Source: an optimization exercise on an open RTL-to-GDS flow (aim: small area and a short achievable clock period). Production flows keep margins and buffers that such runs may drop. Function was checked by simulation only, so behaviour that the tests miss may differ from the original. Power and IR drop assume default switching activity.

== 05-15 ==
==> module wb_g_nand4, before the edit <==
module wb_g_nand4 (input logic a, b, c, d, output logic y);
  assign y = !(a & b & c & d);
endmodule
==> module wb_byp_eq, before the edit <==
module wb_byp_eq (
  input  logic       en,
  input  logic       nz,
  input  logic [4:0] sel_w,
  input  logic [4:0] sel_r,
  output logic       y,
  output logic       y_n
);
  logic [4:0] w_eq;
  logic [1:0] w_p;
  for (genvar j = 0; j < 5; j++) begin : g_eq
    wb_g_xnor2 u (.a(sel_w[j]), .b(sel_r[j]), .y(w_eq[j]));
  end
  wb_g_nand3 u_p0 (.a(w_eq[0]), .b(w_eq[1]), .c(w_eq[2]), .y(w_p[0]));
  wb_g_nand4 u_p1 (.a(w_eq[3]), .b(w_eq[4]), .c(en), .d(nz), .y(w_p[1]));
  wb_g_nor2  u_y  (.a(w_p[0]), .b(w_p[1]), .y(y));
  wb_g_inv   u_yn (.a(y), .y(y_n));
endmodule
==> module wb_g_nor3, before the edit <==
module wb_g_nor3 (input logic a, b, c, output logic y);
  assign y = !(a | b | c);
endmodule
==> module wb_nz, before the edit <==
module wb_nz (
  input  logic [4:0] sel,
  output logic       nz
);
  logic w_z0, w_z1;
  wb_g_nor3  u_z0 (.a(sel[0]), .b(sel[1]), .c(sel[2]), .y(w_z0));
  wb_g_nor2  u_z1 (.a(sel[3]), .b(sel[4]), .y(w_z1));
  wb_g_nand2 u_nz (.a(w_z0), .b(w_z1), .y(nz));
endmodule
==> module wb_regfile, before the edit <==
module wb_regfile
#(
  parameter int DATA_W = DEF_DATA_W,
  parameter int ADDR_W = DEF_ADDR_W,
  parameter int PEND_W = DEF_PEND_W
) (
  input  logic              clk,
  input  logic              reset,
  input  logic              wb_en,
  input  logic [ADDR_W-1:0] wb_sel,
  input  logic [DATA_W-1:0] wb_data,
  input  logic              iss_en,
  input  logic [ADDR_W-1:0] iss_sel,
  input  logic [ADDR_W-1:0] rd_sel_a,
  input  logic [ADDR_W-1:0] rd_sel_b,
  output logic [DATA_W-1:0] rd_data_a,
  output logic [DATA_W-1:0] rd_data_b,
  output logic              hazard_a,
  output logic              hazard_b,
  output logic              pend_ovf
);
  localparam int NREG = 32;
  logic [NREG-1:0]   w_wdec, w_idec;         
  logic [NREG-1:0]   w_asel, w_bsel;         
  logic              w_wnz, w_abyp, w_abyp_n, w_bbyp, w_bbyp_n;
  logic [DATA_W-1:0] w_wdata, w_wdn;
  logic [DATA_W-1:0][NREG-1:1] w_cols;       
  wb_dec  u_wdec (.en(wb_en),  .sel(wb_sel),   .y(w_wdec));
  wb_dec  u_idec (.en(iss_en), .sel(iss_sel),  .y(w_idec));
  wb_rdec u_adec (.sel(rd_sel_a), .y(w_asel));
  wb_rdec u_bdec (.sel(rd_sel_b), .y(w_bsel));
  assign w_wdata = reset ? '0 : wb_data;
  for (genvar g = 1; g < NREG; g++) begin : g_reg
    logic [DATA_W-1:0] r_q;
    always_ff @(posedge clk) begin
      if (reset || w_wdec[g]) r_q <= w_wdata;
    end
    for (genvar b = 0; b < DATA_W; b++) begin : g_bit
      assign w_cols[b][g] = r_q[b];
    end
  end
  wb_nz     u_wnz  (.sel(wb_sel), .nz(w_wnz));
  wb_byp_eq u_abyp (.en(wb_en), .nz(w_wnz), .sel_w(wb_sel), .sel_r(rd_sel_a), .y(w_abyp),
                    .y_n(w_abyp_n));
  wb_byp_eq u_bbyp (.en(wb_en), .nz(w_wnz), .sel_w(wb_sel), .sel_r(rd_sel_b), .y(w_bbyp),
                    .y_n(w_bbyp_n));
  for (genvar b = 0; b < DATA_W; b++) begin : g_col
    wb_g_inv  u_wdn (.a(wb_data[b]), .y(w_wdn[b]));
    wb_rd_bit u_a (.byp(w_abyp), .byp_n(w_abyp_n), .wdn(w_wdn[b]), .d(w_cols[b]),
                   .s(w_asel[NREG-1:1]), .y(rd_data_a[b]));
    wb_rd_bit u_b (.byp(w_bbyp), .byp_n(w_bbyp_n), .wdn(w_wdn[b]), .d(w_cols[b]),
                   .s(w_bsel[NREG-1:1]), .y(rd_data_b[b]));
  end
  wb_scoreboard u_sb (
    .clk      (clk),
    .reset    (reset),
    .wdec     (w_wdec),
    .idec     (w_idec),
    .adec     (w_asel),
    .bdec     (w_bsel),
    .hazard_a (hazard_a),
    .hazard_b (hazard_b),
    .pend_ovf (pend_ovf)
  );
endmodule
==> flow/config.mk <==
export PLATFORM = sky130hd
export DESIGN_NAME = wb_regfile
export DESIGN_NICKNAME = wb_regfile
export VERILOG_FILES = /design/flow/design.v
export SDC_FILE = /design/flow/constraint.sdc
export NUM_CORES = 4
export LEC_CHECK = 0
export CAP_MARGIN = 20
export CORE_MARGIN = 2
export CORE_UTILIZATION = 40
export SETUP_SLACK_MARGIN = 1.2
export SLEW_MARGIN = 20
export SYNTH_HIERARCHICAL = 1
export SYNTH_MINIMUM_KEEP_SIZE = 0
==> flow/constraint.sdc <==
create_clock -name core_clock -period 5.5 [get_ports {clk}]
set_input_delay 1.1000 -clock core_clock [delete_from_list [all_inputs] [get_ports {clk}]]
set_output_delay 1.1000 -clock core_clock [all_outputs]
set_load 0.01 [all_outputs]
standard.sh (not shown) runs the stock make flow with config.mk's settings and CLKGATE_MAP_FILE= SYNTH_SCRIPT=/design/flow/synth_recipe.tcl, a recipe that flattens the netlist after the stock synthesis.
==> flow/flow/run.sh <==
#!/bin/bash
# Standard layout, with port buffers from the plain buffer family, the resizer allowed to
# change a cell's footprint (so those buffers can be sized like any other), and a clock tree
# of clkbuf_4 in sink clusters of up to 10 within 35 um, without dummy loads.
set -o pipefail
CTS="-sink_clustering_enable -repair_clock_nets -sink_clustering_size 10 -sink_clustering_max_diameter 35 -buf_list sky130_fd_sc_hd__clkbuf_4 -dont_use_dummy_load"
bash standard.sh MATCH_CELL_FOOTPRINT=0 "BUFFER_PORTS_ARGS=-buffer_cell sky130_fd_sc_hd__buf_2" "CTS_ARGS=$CTS" finish > flow.log 2>&1
Modified inputs, 05-17 compared to 05-15
--- a/flow/design.v
+++ b/flow/design.v
@@ -149,16 +149,12 @@
   end
   for (genvar i = 0; i < 32; i++) begin : g_y
     wb_g_nor2 u (.a(w_lo_n[i % 4]), .b(w_hi_n[i / 4]), .y(y[i]));
   end
 endmodule
-module wb_g_nand4 (input logic a, b, c, d, output logic y);
-  assign y = !(a & b & c & d);
-endmodule
 module wb_byp_eq (
-  input  logic       en,
-  input  logic       nz,
+  input  logic       en_nz,
   input  logic [4:0] sel_w,
   input  logic [4:0] sel_r,
   output logic       y,
   output logic       y_n
 );
@@ -166,25 +162,13 @@
   logic [1:0] w_p;
   for (genvar j = 0; j < 5; j++) begin : g_eq
     wb_g_xnor2 u (.a(sel_w[j]), .b(sel_r[j]), .y(w_eq[j]));
   end
   wb_g_nand3 u_p0 (.a(w_eq[0]), .b(w_eq[1]), .c(w_eq[2]), .y(w_p[0]));
-  wb_g_nand4 u_p1 (.a(w_eq[3]), .b(w_eq[4]), .c(en), .d(nz), .y(w_p[1]));
+  wb_g_nand3 u_p1 (.a(w_eq[3]), .b(w_eq[4]), .c(en_nz),   .y(w_p[1]));
   wb_g_nor2  u_y  (.a(w_p[0]), .b(w_p[1]), .y(y));
   wb_g_inv   u_yn (.a(y), .y(y_n));
-endmodule
-module wb_g_nor3 (input logic a, b, c, output logic y);
-  assign y = !(a | b | c);
-endmodule
-module wb_nz (
-  input  logic [4:0] sel,
-  output logic       nz
-);
-  logic w_z0, w_z1;
-  wb_g_nor3  u_z0 (.a(sel[0]), .b(sel[1]), .c(sel[2]), .y(w_z0));
-  wb_g_nor2  u_z1 (.a(sel[3]), .b(sel[4]), .y(w_z1));
-  wb_g_nand2 u_nz (.a(w_z0), .b(w_z1), .y(nz));
 endmodule
 module wb_regfile
 #(
   parameter int DATA_W = DEF_DATA_W,
   parameter int ADDR_W = DEF_ADDR_W,
@@ -206,11 +190,11 @@
   output logic              pend_ovf
 );
   localparam int NREG = 32;
   logic [NREG-1:0]   w_wdec, w_idec;         
   logic [NREG-1:0]   w_asel, w_bsel;         
-  logic              w_wnz, w_abyp, w_abyp_n, w_bbyp, w_bbyp_n;
+  logic              w_wen_nz, w_abyp, w_abyp_n, w_bbyp, w_bbyp_n;
   logic [DATA_W-1:0] w_wdata, w_wdn;
   logic [DATA_W-1:0][NREG-1:1] w_cols;       
   wb_dec  u_wdec (.en(wb_en),  .sel(wb_sel),   .y(w_wdec));
   wb_dec  u_idec (.en(iss_en), .sel(iss_sel),  .y(w_idec));
   wb_rdec u_adec (.sel(rd_sel_a), .y(w_asel));
@@ -223,14 +207,14 @@
     end
     for (genvar b = 0; b < DATA_W; b++) begin : g_bit
       assign w_cols[b][g] = r_q[b];
     end
   end
-  wb_nz     u_wnz  (.sel(wb_sel), .nz(w_wnz));
-  wb_byp_eq u_abyp (.en(wb_en), .nz(w_wnz), .sel_w(wb_sel), .sel_r(rd_sel_a), .y(w_abyp),
+  assign w_wen_nz = wb_en && (wb_sel != '0);
+  wb_byp_eq u_abyp (.en_nz(w_wen_nz), .sel_w(wb_sel), .sel_r(rd_sel_a), .y(w_abyp),
                     .y_n(w_abyp_n));
-  wb_byp_eq u_bbyp (.en(wb_en), .nz(w_wnz), .sel_w(wb_sel), .sel_r(rd_sel_b), .y(w_bbyp),
+  wb_byp_eq u_bbyp (.en_nz(w_wen_nz), .sel_w(wb_sel), .sel_r(rd_sel_b), .y(w_bbyp),
                     .y_n(w_bbyp_n));
   for (genvar b = 0; b < DATA_W; b++) begin : g_col
     wb_g_inv  u_wdn (.a(wb_data[b]), .y(w_wdn[b]));
     wb_rd_bit u_a (.byp(w_abyp), .byp_n(w_abyp_n), .wdn(w_wdn[b]), .d(w_cols[b]),
                    .s(w_asel[NREG-1:1]), .y(rd_data_a[b]));
==> comparison <==
Row HPWL reported at the end of detailed placement: 05-17 higher / 05-15 lower
Die area delta (05-15 -> 05-17): insignificant
Summary of 05-17 over 05-15: final core utilization fell by 0.22 points, synthesized cell count stayed essentially flat, post-route clock skew fell by 0.0062 ns.
From 05-15 to 05-17 the numbers moved as follows: total power went up by 0.11 mW, first-pass GRT wire length now larger, wire length on met1 up about 6%, cell area lost 0.46%, total via count in the routed design went up.
On register share of the cell area: 05-17 sits above 05-15.

---

The RTL this note starts from:
==> flow/design.v <==
package pipe_pkg;
  localparam int DEF_DATA_W = 32;
  localparam int DEF_ADDR_W = 5;
  localparam int DEF_PEND_W = 2;
  typedef logic [DEF_ADDR_W-1:0] reg_sel_t;
  typedef logic [DEF_DATA_W-1:0] word_t;
endpackage
import pipe_pkg::*;
module wb_sb_step (
  input  logic [31:0] idec,
  input  logic [31:0] wdec,
  output logic [31:0] inc,
  output logic [31:0] dec
);
  assign inc = idec & ~wdec;
  assign dec = wdec & ~idec;
endmodule
module wb_scoreboard (
  input  logic        clk,
  input  logic        reset,
  input  logic [31:0] wdec,
  input  logic [31:0] idec,
  input  logic [31:0] adec,
  input  logic [31:0] bdec,
  output logic        hazard_a,
  output logic        hazard_b,
  output logic        pend_ovf
);
  logic [31:0] w_hz;
  logic [31:0] w_ovf_hit;
  logic        r_ovf;
  assign w_hz[0]      = 1'b0;
  assign w_ovf_hit[0] = 1'b0;
  logic [31:0] w_inc, w_dec;
  wb_sb_step u_step (.idec(idec), .wdec(wdec), .inc(w_inc), .dec(w_dec));
  for (genvar g = 1; g < 32; g++) begin : g_reg
    logic r_g1, r_g0;
    always_ff @(posedge clk) begin
      if (reset) begin
        r_g1 <= 1'b0;
        r_g0 <= 1'b0;
      end else begin
        r_g1 <= (r_g1 & !(w_dec[g] & r_g0)) | (w_inc[g] & r_g0);
        r_g0 <= w_dec[g] ? r_g1 : (w_inc[g] ? !r_g1 : r_g0);
      end
    end
    assign w_hz[g]      = r_g1 | (r_g0 & !wdec[g]);
    assign w_ovf_hit[g] = w_inc[g] & r_g1 & !r_g0;
  end
  always_ff @(posedge clk) begin
    if (reset)           r_ovf <= 1'b0;
    else if (|w_ovf_hit) r_ovf <= 1'b1;
  end
  assign pend_ovf = r_ovf;
  wb_rd_bit u_hza (.byp(1'b0), .byp_n(1'b1), .wdn(1'b1), .d(w_hz[31:1]), .s(adec[31:1]),
                   .y(hazard_a));
  wb_rd_bit u_hzb (.byp(1'b0), .byp_n(1'b1), .wdn(1'b1), .d(w_hz[31:1]), .s(bdec[31:1]),
                   .y(hazard_b));
endmodule
import pipe_pkg::*;
module wb_g_inv (input logic a, output logic y);
  assign y = !a;
endmodule
module wb_g_nand2 (input logic a, b, output logic y);
  assign y = !(a & b);
endmodule
module wb_g_nor2 (input logic a, b, output logic y);
  assign y = !(a | b);
endmodule
module wb_g_nand3 (input logic a, b, c, output logic y);
  assign y = !(a & b & c);
endmodule
module wb_g_xnor2 (input logic a, b, output logic y);
  assign y = !(a ^ b);
endmodule
module wb_g_a32oi (input logic a1, a2, a3, b1, b2, output logic y);
  assign y = !((a1 & a2 & a3) | (b1 & b2));
endmodule
module wb_or8 (
  input  logic [7:0] d,
  input  logic [7:0] s,
  output logic       y
);
  assign y = |(d & s);
endmodule
module wb_or7 (
  input  logic [6:0] d,
  input  logic [6:0] s,
  output logic       y
);
  assign y = |(d & s);
endmodule
module wb_rd_bit (
  input  logic        byp,
  input  logic        byp_n,
  input  logic        wdn,
  input  logic [31:1] d,
  input  logic [31:1] s,
  output logic        y
);
  logic [3:0] w_q;    
  logic [1:0] w_r;    
  wb_or7 u_q0 (.d(d[7:1]), .s(s[7:1]), .y(w_q[0]));
  for (genvar j = 1; j < 4; j++) begin : g_q
    wb_or8 u (.d(d[8*j +: 8]), .s(s[8*j +: 8]), .y(w_q[j]));
  end
  wb_g_nor2  u_r0 (.a(w_q[0]), .b(w_q[1]), .y(w_r[0]));
  wb_g_nor2  u_r1 (.a(w_q[2]), .b(w_q[3]), .y(w_r[1]));
  wb_g_a32oi u_y  (.a1(byp_n), .a2(w_r[0]), .a3(w_r[1]), .b1(byp), .b2(wdn), .y(y));
endmodule
module wb_dec (
  input  logic        en,
  input  logic [4:0]  sel,
  output logic [31:0] y
);
  logic [4:0] w_n;
  logic [3:0] w_lo_n;
  logic [7:0] w_hi_n;
  for (genvar j = 0; j < 5; j++) begin : g_inv
    wb_g_inv u (.a(sel[j]), .y(w_n[j]));
  end
  for (genvar k = 0; k < 4; k++) begin : g_lo
    wb_g_nand3 u (.a(en), .b(k[0] ? sel[0] : w_n[0]), .c(k[1] ? sel[1] : w_n[1]), .y(w_lo_n[k]));
  end
  for (genvar m = 0; m < 8; m++) begin : g_hi
    wb_g_nand3 u (.a(m[0] ? sel[2] : w_n[2]), .b(m[1] ? sel[3] : w_n[3]),
                  .c(m[2] ? sel[4] : w_n[4]), .y(w_hi_n[m]));
  end
  for (genvar i = 0; i < 32; i++) begin : g_y
    wb_g_nor2 u (.a(w_lo_n[i % 4]), .b(w_hi_n[i / 4]), .y(y[i]));
  end
endmodule
module wb_rdec (
  input  logic [4:0]  sel,
  output logic [31:0] y
);
  logic [4:0] w_n;
  logic [3:0] w_lo_n;
  logic [7:0] w_hi_n;
  for (genvar j = 0; j < 5; j++) begin : g_inv
    wb_g_inv u (.a(sel[j]), .y(w_n[j]));
  end
  for (genvar k = 0; k < 4; k++) begin : g_lo
    wb_g_nand2 u (.a(k[0] ? sel[0] : w_n[0]), .b(k[1] ? sel[1] : w_n[1]), .y(w_lo_n[k]));
  end
  for (genvar m = 0; m < 8; m++) begin : g_hi
    wb_g_nand3 u (.a(m[0] ? sel[2] : w_n[2]), .b(m[1] ? sel[3] : w_n[3]),
                  .c(m[2] ? sel[4] : w_n[4]), .y(w_hi_n[m]));
  end
  for (genvar i = 0; i < 32; i++) begin : g_y
    wb_g_nor2 u (.a(w_lo_n[i % 4]), .b(w_hi_n[i / 4]), .y(y[i]));
  end
endmodule
module wb_g_nand4 (input logic a, b, c, d, output logic y);
  assign y = !(a & b & c & d);
endmodule
module wb_byp_eq (
  input  logic       en,
  input  logic       nz,
  input  logic [4:0] sel_w,
  input  logic [4:0] sel_r,
  output logic       y,
  output logic       y_n
);
  logic [4:0] w_eq;
  logic [1:0] w_p;
  for (genvar j = 0; j < 5; j++) begin : g_eq
    wb_g_xnor2 u (.a(sel_w[j]), .b(sel_r[j]), .y(w_eq[j]));
  end
  wb_g_nand3 u_p0 (.a(w_eq[0]), .b(w_eq[1]), .c(w_eq[2]), .y(w_p[0]));
  wb_g_nand4 u_p1 (.a(w_eq[3]), .b(w_eq[4]), .c(en), .d(nz), .y(w_p[1]));
  wb_g_nor2  u_y  (.a(w_p[0]), .b(w_p[1]), .y(y));
  wb_g_inv   u_yn (.a(y), .y(y_n));
endmodule
module wb_g_nor3 (input logic a, b, c, output logic y);
  assign y = !(a | b | c);
endmodule
module wb_nz (
  input  logic [4:0] sel,
  output logic       nz
);
  logic w_z0, w_z1;
  wb_g_nor3  u_z0 (.a(sel[0]), .b(sel[1]), .c(sel[2]), .y(w_z0));
  wb_g_nor2  u_z1 (.a(sel[3]), .b(sel[4]), .y(w_z1));
  wb_g_nand2 u_nz (.a(w_z0), .b(w_z1), .y(nz));
endmodule
module wb_regfile
#(
  parameter int DATA_W = DEF_DATA_W,
  parameter int ADDR_W = DEF_ADDR_W,
  parameter int PEND_W = DEF_PEND_W
) (
  input  logic              clk,
  input  logic              reset,
  input  logic              wb_en,
  input  logic [ADDR_W-1:0] wb_sel,
  input  logic [DATA_W-1:0] wb_data,
  input  logic              iss_en,
  input  logic [ADDR_W-1:0] iss_sel,
  input  logic [ADDR_W-1:0] rd_sel_a,
  input  logic [ADDR_W-1:0] rd_sel_b,
  output logic [DATA_W-1:0] rd_data_a,
  output logic [DATA_W-1:0] rd_data_b,
  output logic              hazard_a,
  output logic              hazard_b,
  output logic              pend_ovf
);
  localparam int NREG = 32;
  logic [NREG-1:0]   w_wdec, w_idec;         
  logic [NREG-1:0]   w_asel, w_bsel;         
  logic              w_wnz, w_abyp, w_abyp_n, w_bbyp, w_bbyp_n;
  logic [DATA_W-1:0] w_wdata, w_wdn;
  logic [DATA_W-1:0][NREG-1:1] w_cols;       
  wb_dec  u_wdec (.en(wb_en),  .sel(wb_sel),   .y(w_wdec));
  wb_dec  u_idec (.en(iss_en), .sel(iss_sel),  .y(w_idec));
  wb_rdec u_adec (.sel(rd_sel_a), .y(w_asel));
  wb_rdec u_bdec (.sel(rd_sel_b), .y(w_bsel));
  assign w_wdata = reset ? '0 : wb_data;
  for (genvar g = 1; g < NREG; g++) begin : g_reg
    logic [DATA_W-1:0] r_q;
    always_ff @(posedge clk) begin
      if (reset || w_wdec[g]) r_q <= w_wdata;
    end
    for (genvar b = 0; b < DATA_W; b++) begin : g_bit
      assign w_cols[b][g] = r_q[b];
    end
  end
  wb_nz     u_wnz  (.sel(wb_sel), .nz(w_wnz));
  wb_byp_eq u_abyp (.en(wb_en), .nz(w_wnz), .sel_w(wb_sel), .sel_r(rd_sel_a), .y(w_abyp),
                    .y_n(w_abyp_n));
  wb_byp_eq u_bbyp (.en(wb_en), .nz(w_wnz), .sel_w(wb_sel), .sel_r(rd_sel_b), .y(w_bbyp),
                    .y_n(w_bbyp_n));
  for (genvar b = 0; b < DATA_W; b++) begin : g_col
    wb_g_inv  u_wdn (.a(wb_data[b]), .y(w_wdn[b]));
    wb_rd_bit u_a (.byp(w_abyp), .byp_n(w_abyp_n), .wdn(w_wdn[b]), .d(w_cols[b]),
                   .s(w_asel[NREG-1:1]), .y(rd_data_a[b]));
    wb_rd_bit u_b (.byp(w_bbyp), .byp_n(w_bbyp_n), .wdn(w_wdn[b]), .d(w_cols[b]),
                   .s(w_bsel[NREG-1:1]), .y(rd_data_b[b]));
  end
  wb_scoreboard u_sb (
    .clk      (clk),
    .reset    (reset),
    .wdec     (w_wdec),
    .idec     (w_idec),
    .adec     (w_asel),
    .bdec     (w_bsel),
    .hazard_a (hazard_a),
    .hazard_b (hazard_b),
    .pend_ovf (pend_ovf)
  );
endmodule
export LEC_CHECK = 0
export CAP_MARGIN = 20
export CORE_MARGIN = 2
export CORE_UTILIZATION = 40
export SETUP_SLACK_MARGIN = 1.2
export SLEW_MARGIN = 20
export SYNTH_HIERARCHICAL = 1
export SYNTH_MINIMUM_KEEP_SIZE = 0
create_clock -name core_clock -period 5.5 [get_ports {clk}]
==> flow/flow/run.sh <==
#!/bin/bash
# Standard layout, with port buffers from the plain buffer family, the resizer allowed to
# change a cell's footprint (so those buffers can be sized like any other), and a clock tree
# of clkbuf_16 in sink clusters of up to 30 within 70 um, without dummy loads.
set -o pipefail
CTS="-sink_clustering_enable -repair_clock_nets -sink_clustering_size 30 -sink_clustering_max_diameter 70 -buf_list sky130_fd_sc_hd__clkbuf_16 -dont_use_dummy_load"
bash standard.sh MATCH_CELL_FOOTPRINT=0 "BUFFER_PORTS_ARGS=-buffer_cell sky130_fd_sc_hd__buf_2" "CTS_ARGS=$CTS" finish > flow.log 2>&1
==> next run, changes <==
--- a/flow/design.v
+++ b/flow/design.v
@@ -149,16 +149,12 @@
   end
   for (genvar i = 0; i < 32; i++) begin : g_y
     wb_g_nor2 u (.a(w_lo_n[i % 4]), .b(w_hi_n[i / 4]), .y(y[i]));
   end
 endmodule
-module wb_g_nand4 (input logic a, b, c, d, output logic y);
-  assign y = !(a & b & c & d);
-endmodule
 module wb_byp_eq (
-  input  logic       en,
-  input  logic       nz,
+  input  logic       en_nz,
   input  logic [4:0] sel_w,
   input  logic [4:0] sel_r,
   output logic       y,
   output logic       y_n
 );
@@ -166,25 +162,13 @@
   logic [1:0] w_p;
   for (genvar j = 0; j < 5; j++) begin : g_eq
     wb_g_xnor2 u (.a(sel_w[j]), .b(sel_r[j]), .y(w_eq[j]));
   end
   wb_g_nand3 u_p0 (.a(w_eq[0]), .b(w_eq[1]), .c(w_eq[2]), .y(w_p[0]));
-  wb_g_nand4 u_p1 (.a(w_eq[3]), .b(w_eq[4]), .c(en), .d(nz), .y(w_p[1]));
+  wb_g_nand3 u_p1 (.a(w_eq[3]), .b(w_eq[4]), .c(en_nz),   .y(w_p[1]));
   wb_g_nor2  u_y  (.a(w_p[0]), .b(w_p[1]), .y(y));
   wb_g_inv   u_yn (.a(y), .y(y_n));
-endmodule
-module wb_g_nor3 (input logic a, b, c, output logic y);
-  assign y = !(a | b | c);
-endmodule
-module wb_nz (
-  input  logic [4:0] sel,
-  output logic       nz
-);
-  logic w_z0, w_z1;
-  wb_g_nor3  u_z0 (.a(sel[0]), .b(sel[1]), .c(sel[2]), .y(w_z0));
-  wb_g_nor2  u_z1 (.a(sel[3]), .b(sel[4]), .y(w_z1));
-  wb_g_nand2 u_nz (.a(w_z0), .b(w_z1), .y(nz));
 endmodule
 module wb_regfile
 #(
   parameter int DATA_W = DEF_DATA_W,
   parameter int ADDR_W = DEF_ADDR_W,
@@ -206,11 +190,11 @@
   output logic              pend_ovf
 );
   localparam int NREG = 32;
   logic [NREG-1:0]   w_wdec, w_idec;         
   logic [NREG-1:0]   w_asel, w_bsel;         
-  logic              w_wnz, w_abyp, w_abyp_n, w_bbyp, w_bbyp_n;
+  logic              w_wen_nz, w_abyp, w_abyp_n, w_bbyp, w_bbyp_n;
   logic [DATA_W-1:0] w_wdata, w_wdn;
   logic [DATA_W-1:0][NREG-1:1] w_cols;       
   wb_dec  u_wdec (.en(wb_en),  .sel(wb_sel),   .y(w_wdec));
   wb_dec  u_idec (.en(iss_en), .sel(iss_sel),  .y(w_idec));
   wb_rdec u_adec (.sel(rd_sel_a), .y(w_asel));
@@ -223,14 +207,14 @@
     end
     for (genvar b = 0; b < DATA_W; b++) begin : g_bit
       assign w_cols[b][g] = r_q[b];
     end
   end
-  wb_nz     u_wnz  (.sel(wb_sel), .nz(w_wnz));
-  wb_byp_eq u_abyp (.en(wb_en), .nz(w_wnz), .sel_w(wb_sel), .sel_r(rd_sel_a), .y(w_abyp),
+  assign w_wen_nz = wb_en && (wb_sel != '0);
+  wb_byp_eq u_abyp (.en_nz(w_wen_nz), .sel_w(wb_sel), .sel_r(rd_sel_a), .y(w_abyp),
                     .y_n(w_abyp_n));
-  wb_byp_eq u_bbyp (.en(wb_en), .nz(w_wnz), .sel_w(wb_sel), .sel_r(rd_sel_b), .y(w_bbyp),
+  wb_byp_eq u_bbyp (.en_nz(w_wen_nz), .sel_w(wb_sel), .sel_r(rd_sel_b), .y(w_bbyp),
                     .y_n(w_bbyp_n));
   for (genvar b = 0; b < DATA_W; b++) begin : g_col
     wb_g_inv  u_wdn (.a(wb_data[b]), .y(w_wdn[b]));
     wb_rd_bit u_a (.byp(w_abyp), .byp_n(w_abyp_n), .wdn(w_wdn[b]), .d(w_cols[b]),
                    .s(w_asel[NREG-1:1]), .y(rd_data_a[b]));
Result: Cell count is lower slightly. Core utilization is lower by 0.44 points. Sequential share of layout area came out higher by 0.53 points. Cell area decreases slightly. Fmax went down slightly. Via count rose slightly. Sequential cell count stays the same. Routed wire length came out higher by a few percent. Power goes down slightly. Synthesized cell count stays flat. Count of clock-buffer cells in the layout is lower by 4. Clock skew rose by 8.1 ps.

[separate check: timing with driven ports]
In the flow no input, the clock included, has a driving cell. The finished layouts below were timed again as built, in two steps.
Step 1 sets driving cells, clkbuf_16 on the clock port and buf_2 on the other inputs (assumed; they add their load-dependent delay and slew).
Step 2 also shifts input and output timing later by t, the mid clock arrival at the registers, as if the neighbouring blocks saw the same clock.
a / b / c = ideal ports / drivers / drivers and shift; a / b = the first two.
run | t (ns) | setup slack, ns | worst slew at a driven data input, ns
05-15 | 1.138 | 1.151 / 1.099 / 1.099 | 0.05
05-17 | 1.135 | 1.111 / 1.062 / 1.062 | 0.06
the first run of note 2 | 0.756 | 1.161 / 1.119 / 1.119 | 0.05
the second run of note 2 | 0.733 | 1.076 / 1.025 / 1.025 | 0.07
After both steps setup and hold are still met in every run listed. For 05-15, which loses most, drivers alone change the setup slack by -0.052 ns; drivers and shift together by -0.052 ns.
